What follows belongs to an exercise in optimizing a design on an open flow for small area; a production flow would make more cautious choices. Function was checked by simulation only, so behaviour that the tests miss may differ from the original.

==> exp/ember: inputs <==
## dot_product_top
module dot_product_top (
    input  logic        clk,
    input  logic        reset,
    input  logic        up_valid,
    input  logic        up_last,
    input  logic [63:0] up_data,
    input  logic [63:0] up_weight,
    output logic        dn_valid,
    output logic [15:0] dn_data
);
Settings: LEC_CHECK=0, ABC_AREA=1, CAP_MARGIN=20, CORE_MARGIN=2, CORE_UTILIZATION=40, GPL_TIMING_DRIVEN=0, SLEW_MARGIN=20, SYNTH_HIERARCHICAL=1, SYNTH_MINIMUM_KEEP_SIZE=0; clock period 6.0 ns.
standard.sh (not shown) runs the stock make flow with config.mk's settings and CLKGATE_MAP_FILE= SYNTH_SCRIPT=/design/flow/synth_recipe.tcl, a recipe that flattens the netlist after the stock synthesis.
==> flow/flow/run.sh <==
#!/bin/bash
# Standard layout, except that the port buffers use a small plain buffer.
set -euo pipefail
export BUFFER_PORTS_ARGS="-buffer_cell sky130_fd_sc_hd__buf_2"
bash standard.sh > standard.log 2>&1
==> inputs of exp/umber, as changes to exp/ember <==
--- a/flow/design.v
+++ b/flow/design.v
@@ -1305,46 +1305,44 @@
     wire s1310;
     wire c1311;
     wire s1312;
     wire c1313;
     wire s1314;
     wire c1315;
-    wire x1316;
-    wire x1317;
-    wire x1318;
-    wire x1319;
-    wire x1320;
-    wire x1321;
-    wire x1322;
-    wire x1323;
-    wire x1324;
-    wire x1325;
-    wire x1326;
-    wire x1327;
-    wire x1328;
-    wire x1329;
-    wire x1330;
-    wire x1331;
-    wire x1332;
-    wire x1333;
-    wire x1334;
-    wire x1335;
-    wire x1336;
-    wire x1337;
-    wire x1338;
-    wire x1339;
-    wire x1340;
-    wire x1341;
-    wire x1342;
-    wire x1343;
-    wire x1344;
-    wire x1345;
-    wire x1346;
-    wire x1347;
-    wire x1348;
-    wire x1349;
+    wire s1316;
+    wire c1317;
+    wire s1318;
+    wire c1319;
+    wire s1320;
+    wire c1321;
+    wire s1322;
+    wire c1323;
+    wire s1324;
+    wire c1325;
+    wire s1326;
+    wire c1327;
+    wire s1328;
+    wire c1329;
+    wire s1330;
+    wire c1331;
+    wire s1332;
+    wire c1333;
+    wire s1334;
+    wire c1335;
+    wire s1336;
+    wire c1337;
+    wire s1338;
+    wire c1339;
+    wire s1340;
+    wire c1341;
+    wire s1342;
+    wire c1343;
+    wire s1344;
+    wire c1345;
+    wire s1346;
+    wire c1347;
     assign one0 = up_weight[0];
     assign two1 = up_weight[1] & ~up_weight[0];
     assign p2 = (one0 & up_data[0]) ^ up_weight[1];
     assign p3 = ((one0 & up_data[1]) | (two1 & up_data[0])) ^ up_weight[1];
     assign p4 = ((one0 & up_data[2]) | (two1 & up_data[1])) ^ up_weight[1];
     assign p5 = ((one0 & up_data[3]) | (two1 & up_data[2])) ^ up_weight[1];
@@ -2277,46 +2275,28 @@
     dp_fa u_s1304 (.a(s1292), .b(s1294), .c(s1296), .s(s1304), .co(c1305));
     dp_fa u_s1306 (.a(s1298), .b(c1263), .c(c1265), .s(s1306), .co(c1307));
     dp_fa u_s1308 (.a(c1267), .b(s1300), .c(s1302), .s(s1308), .co(c1309));
     dp_fa u_s1310 (.a(s1304), .b(c1269), .c(c1271), .s(s1310), .co(c1311));
     dp_fa u_s1312 (.a(s1306), .b(s1308), .c(c1273), .s(s1312), .co(c1313));
     dp_fa u_s1314 (.a(c1275), .b(s1310), .c(s1312), .s(s1314), .co(c1315));
-    assign x1316 = ~p109;
-    dp_xor u_x1317 (.a(p123), .b(p135), .y(x1317));
-    dp_xor u_x1318 (.a(p229), .b(p245), .y(x1318));
-    dp_xor u_x1319 (.a(p259), .b(p271), .y(x1319));
-    dp_xor u_x1320 (.a(p365), .b(p381), .y(x1320));
-    dp_xor u_x1321 (.a(p395), .b(p407), .y(x1321));
-    dp_xor u_x1322 (.a(p501), .b(p517), .y(x1322));
-    dp_xor u_x1323 (.a(p531), .b(p543), .y(x1323));
-    dp_xor u_x1324 (.a(p93), .b(x1316), .y(x1324));
-    dp_xor u_x1325 (.a(x1317), .b(x1318), .y(x1325));
-    dp_xor u_x1326 (.a(x1319), .b(x1320), .y(x1326));
-    dp_xor u_x1327 (.a(x1321), .b(x1322), .y(x1327));
-    dp_xor u_x1328 (.a(x1323), .b(c1279), .y(x1328));
-    dp_xor u_x1329 (.a(c1281), .b(c1283), .y(x1329));
-    dp_xor u_x1330 (.a(c1285), .b(c1287), .y(x1330));
-    dp_xor u_x1331 (.a(c1289), .b(x1324), .y(x1331));
-    dp_xor u_x1332 (.a(x1325), .b(x1326), .y(x1332));
-    dp_xor u_x1333 (.a(x1327), .b(x1328), .y(x1333));
-    dp_xor u_x1334 (.a(x1329), .b(x1330), .y(x1334));
-    dp_xor u_x1335 (.a(x1331), .b(x1332), .y(x1335));
-    dp_xor u_x1336 (.a(c1291), .b(c1293), .y(x1336));
-    dp_xor u_x1337 (.a(c1295), .b(c1297), .y(x1337));
-    dp_xor u_x1338 (.a(c1299), .b(x1333), .y(x1338));
-    dp_xor u_x1339 (.a(x1334), .b(x1335), .y(x1339));
-    dp_xor u_x1340 (.a(x1336), .b(x1337), .y(x1340));
-    dp_xor u_x1341 (.a(x1338), .b(x1339), .y(x1341));
-    dp_xor u_x1342 (.a(c1301), .b(c1303), .y(x1342));
-    dp_xor u_x1343 (.a(c1305), .b(x1340), .y(x1343));
-    dp_xor u_x1344 (.a(x1341), .b(x1342), .y(x1344));
-    dp_xor u_x1345 (.a(x1343), .b(c1307), .y(x1345));
-    dp_xor u_x1346 (.a(c1309), .b(x1344), .y(x1346));
-    dp_xor u_x1347 (.a(x1345), .b(x1346), .y(x1347));
-    dp_xor u_x1348 (.a(c1311), .b(x1347), .y(x1348));
-    dp_xor u_x1349 (.a(c1313), .b(x1348), .y(x1349));
+    dp_fa u_s1316 (.a(1'b1), .b(p109), .c(p123), .s(s1316), .co(c1317));
+    dp_fa u_s1318 (.a(p135), .b(p229), .c(p245), .s(s1318), .co(c1319));
+    dp_fa u_s1320 (.a(p259), .b(p271), .c(p365), .s(s1320), .co(c1321));
+    dp_fa u_s1322 (.a(p381), .b(p395), .c(p407), .s(s1322), .co(c1323));
+    dp_fa u_s1324 (.a(p501), .b(p517), .c(p531), .s(s1324), .co(c1325));
+    dp_fa u_s1326 (.a(p543), .b(p93), .c(c1279), .s(s1326), .co(c1327));
+    dp_fa u_s1328 (.a(c1281), .b(c1283), .c(c1285), .s(s1328), .co(c1329));
+    dp_fa u_s1330 (.a(c1287), .b(c1289), .c(s1316), .s(s1330), .co(c1331));
+    dp_fa u_s1332 (.a(s1318), .b(s1320), .c(s1322), .s(s1332), .co(c1333));
+    dp_fa u_s1334 (.a(s1324), .b(c1291), .c(c1293), .s(s1334), .co(c1335));
+    dp_fa u_s1336 (.a(c1295), .b(c1297), .c(c1299), .s(s1336), .co(c1337));
+    dp_fa u_s1338 (.a(s1326), .b(s1328), .c(s1330), .s(s1338), .co(c1339));
+    dp_fa u_s1340 (.a(s1332), .b(c1301), .c(c1303), .s(s1340), .co(c1341));
+    dp_fa u_s1342 (.a(s1334), .b(c1305), .c(s1336), .s(s1342), .co(c1343));
+    dp_fa u_s1344 (.a(s1338), .b(c1307), .c(c1309), .s(s1344), .co(c1345));
+    dp_fa u_s1346 (.a(s1340), .b(s1342), .c(c1311), .s(s1346), .co(c1347));
     logic v1, l1;
     logic r0_0;
     logic r0_1;
     logic r1_0;
     logic r1_1;
     logic r1_2;
@@ -2360,12 +2340,14 @@
     logic r13_1;
     logic r13_2;
     logic r14_0;
     logic r14_1;
     logic r15_0;
     logic r15_1;
+    logic r15_2;
+    logic r15_3;
     always_ff @(posedge clk) begin
         if (reset) begin
             v1 <= 1'b0;
         end else begin
             v1 <= up_valid;
         end
@@ -2413,14 +2395,16 @@
         r12_3 <= c1193;
         r13_0 <= s1274;
         r13_1 <= c1237;
         r13_2 <= s1276;
         r14_0 <= c1277;
         r14_1 <= s1314;
-        r15_0 <= x1349;
-        r15_1 <= c1315;
+        r15_0 <= s1344;
+        r15_1 <= c1313;
+        r15_2 <= s1346;
+        r15_3 <= c1315;
     end
     logic        first;
     logic [15:0] total;
     logic [15:0] base;
     logic [15:0] bsum_x, bsum_y;
     assign base = first ? 16'h0 : total;
@@ -2501,16 +2485,18 @@
     wire bs74;
     wire bc75;
     wire bs76;
     wire bc77;
     wire bs78;
     wire bc79;
-    wire bx80;
-    wire bx81;
-    wire bx82;
-    wire bx83;
+    wire bs80;
+    wire bc81;
+    wire bs82;
+    wire bc83;
+    wire bs84;
+    wire bc85;
     dp_fa u_bs0 (.a(r0_0), .b(r0_1), .c(base[0]), .s(bs0), .co(bc1));
     dp_fa u_bs2 (.a(r1_0), .b(r1_1), .c(r1_2), .s(bs2), .co(bc3));
     dp_fa u_bs4 (.a(r1_3), .b(r1_4), .c(base[1]), .s(bs4), .co(bc5));
     dp_fa u_bs6 (.a(bs2), .b(bc1), .c(bs4), .s(bs6), .co(bc7));
     dp_fa u_bs8 (.a(r2_0), .b(r2_1), .c(base[2]), .s(bs8), .co(bc9));
     dp_fa u_bs10 (.a(bc3), .b(bc5), .c(bs8), .s(bs10), .co(bc11));
@@ -2545,17 +2531,16 @@
     dp_fa u_bs68 (.a(bs64), .b(bc61), .c(bs66), .s(bs68), .co(bc69));
     dp_fa u_bs70 (.a(r13_0), .b(r13_1), .c(r13_2), .s(bs70), .co(bc71));
     dp_fa u_bs72 (.a(base[13]), .b(bc65), .c(bs70), .s(bs72), .co(bc73));
     dp_fa u_bs74 (.a(bc67), .b(bs72), .c(bc69), .s(bs74), .co(bc75));
     dp_fa u_bs76 (.a(r14_0), .b(r14_1), .c(base[14]), .s(bs76), .co(bc77));
     dp_fa u_bs78 (.a(bc71), .b(bs76), .c(bc73), .s(bs78), .co(bc79));
-    dp_xor u_bx80 (.a(r15_0), .b(r15_1), .y(bx80));
-    dp_xor u_bx81 (.a(base[15]), .b(bx80), .y(bx81));
-    dp_xor u_bx82 (.a(bx81), .b(bc77), .y(bx82));
-    dp_xor u_bx83 (.a(bx82), .b(bc79), .y(bx83));
-    assign bsum_x = {bx83, bs78, bs74, bs68, bs62, bs56, bs50, bs44, bs38, bs32, bs26, bs20, bs14, bc7, bs6, bs0};
+    dp_fa u_bs80 (.a(r15_0), .b(r15_1), .c(r15_2), .s(bs80), .co(bc81));
+    dp_fa u_bs82 (.a(r15_3), .b(base[15]), .c(bs80), .s(bs82), .co(bc83));
+    dp_fa u_bs84 (.a(bc77), .b(bs82), .c(bc79), .s(bs84), .co(bc85));
+    assign bsum_x = {bs84, bs78, bs74, bs68, bs62, bs56, bs50, bs44, bs38, bs32, bs26, bs20, bs14, bc7, bs6, bs0};
     assign bsum_y = {1'b0, bc75, 1'b0, bc63, 1'b0, bc51, 1'b0, 1'b0, 1'b0, 1'b0, 1'b0, 1'b0, 1'b0, bs10, 1'b0, 1'b0};
     always_ff @(posedge clk) begin
         if (reset) begin
             first    <= 1'b1;
             dn_valid <= 1'b0;
         end else begin
@@ -2573,13 +2558,6 @@
     output logic s,
     output logic co
 );
     assign s  = a ^ b ^ c;
     assign co = (a & b) | (a & c) | (b & c);
 endmodule
-module dp_xor (
-    input  logic a,
-    input  logic b,
-    output logic y
-);
-    assign y = a ^ b;
-endmodule
==> flow/flow/run.sh (replaced) <==
#!/bin/bash
# The standard layout with three changes: the port buffers are the smallest
# plain buffer, the buffers that synthesis inserted are removed at floorplan
# (the placer's repair inserts what timing and slew need), and non-critical
# gates are downsized after global routing.
set -euo pipefail
export BUFFER_PORTS_ARGS="-buffer_cell sky130_fd_sc_hd__buf_1"
export REMOVE_ABC_BUFFERS=1
export RECOVER_POWER=100
bash standard.sh > standard.log 2>&1
- CORE_UTILIZATION: 40 -> 60
- CTS_BUF_LIST: unset -> sky130_fd_sc_hd__clkbuf_8
==> inputs of exp/garnet, as changes to exp/ember <==
==> flow/run.sh (new file) <==
#!/bin/bash
# synth_recipe.tcl (not shown) runs the flow's synth.tcl, then flattens the netlist and writes it again
# the make line also repeats each setting of config.mk as NAME=value (left out here)
make -C /OpenROAD-flow-scripts/flow DESIGN_CONFIG=/design/flow/config.mk WORK_HOME=/design/flow/orfs CLKGATE_MAP_FILE= SYNTH_SCRIPT=/design/flow/synth_recipe.tcl finish
removed: flow/flow/run.sh
removed: flow/standard.sh
==> flow_summary.yaml <==
synth:
  synth.area.top_cells: "fa_1, xor2_1, o22ai_1, o22ai_2, nand2_1"
outcome:
  status: "timing/DRC/antenna clean"
global_routing:
  met1_usage_pct: 37.7
  grt_start_max_net_pins: 20
placement:
  gp_congestion: 1.04
  dp_slack_ns: -0.552
cells_and_area:
  multiInputGateArea_um2: 18600
  nNetsFinal: 3041
power_and_ir_drop:
  seq_power_share_pct: 8.0
  clockPowerShare_pct: 3.1
sta:
  tightest_slew_ns: 0.879
setup_path:
  path_max_fanout: 9
  path_depth: 14
floorplanning:
  initial_utilization_pct: 40.5
routing:
  totalWireLength_mm: 80.6
[end of results for exp/garnet]
==> flow_summary.yaml <==
power_and_ir_drop:
  total_power_mw: 16.7
  clockPowerShare_pct: 2.3
floorplanning:
  die_h_um: 194
  initial_utilization_pct: 61.0
cells_and_area:
  buf_share_pct: 2.96
  nNetsFinal: 2724
placement:
  gp_congestion: 0.997
  dp_slack_ns: -0.809
setup_path:
  path_depth: 12
  path_max_fanout: 21
sta:
  tightest_slew_ns: 1.10
routing:
  drtPass1Iterations: 26
outcome:
  status: "timing/DRC/antenna clean"
synth:
  synth.area.top_cells: "fa_1, xor2_1, o22ai_1, o22ai_2, dfxtp_1"
[end of results for exp/umber]
==> flow_summary.yaml <==
floorplanning:
  initial_utilization_pct: 40.5
global_routing:
  met1_usage_pct: 37.5
  grt_use_met2_pct: 47.7
  grt_start_max_net_pins: 20
  grt_use_total_pct: 28.7
synth:
  synth.area.top_cells: "fa_1, xor2_1, o22ai_1, o22ai_2, nand2_1"
  synth_warnings: 7
routing:
  totalWireLength_mm: 80.6
power_and_ir_drop:
  seq_power_share_pct: 7.8
  clockPowerShare_pct: 3.2
cells_and_area:
  nNetsFinal: 3041
  multiInputGateArea_um2: 18400
placement:
  dp_slack_ns: -0.0794
  gp_congestion: 1.03
outcome:
  status: "timing/DRC/antenna clean"
setup_path:
  path_depth: 12
[end of results for exp/ember]

## separate check: timing with driven ports
Ports are ideal in the flow. The routed layouts listed here were re-timed in OpenROAD. Step 1: set_driving_cell puts a clkbuf_16 on clk and a buf_2 on each other input, an assumption about the parent block. Step 2 adds t to the input delays and takes it off the output delays; t is the mean of the earliest and latest rising clock arrival at the registers after step 1. Input paths then give back, and output paths get back, about the clock's delay inside the block. Three values: ideal ports, drivers, drivers and shift; two values: the first two.
run | shift t [ns] | slack for setup (ns) | worst hold slack (ns) | cell pins on the clock port's net
exp/ember | 0.360 | 0.136 / 0.152 / -0.209 | 0.432 / 0.432 / 0.432 | 1
exp/umber | 0.379 | 0.138 / 0.153 / -0.226 | 0.442 / 0.442 / 0.442 | 1
exp/garnet | 0.360 | 0.073 / 0.088 / -0.272 | 0.442 / 0.442 / 0.442 | 1
With both steps, setup timing fails in every run listed, where it was met with ideal ports. The setup slack of exp/umber, which loses most, moves by +0.015 ns with the drivers and by -0.364 ns with both steps.
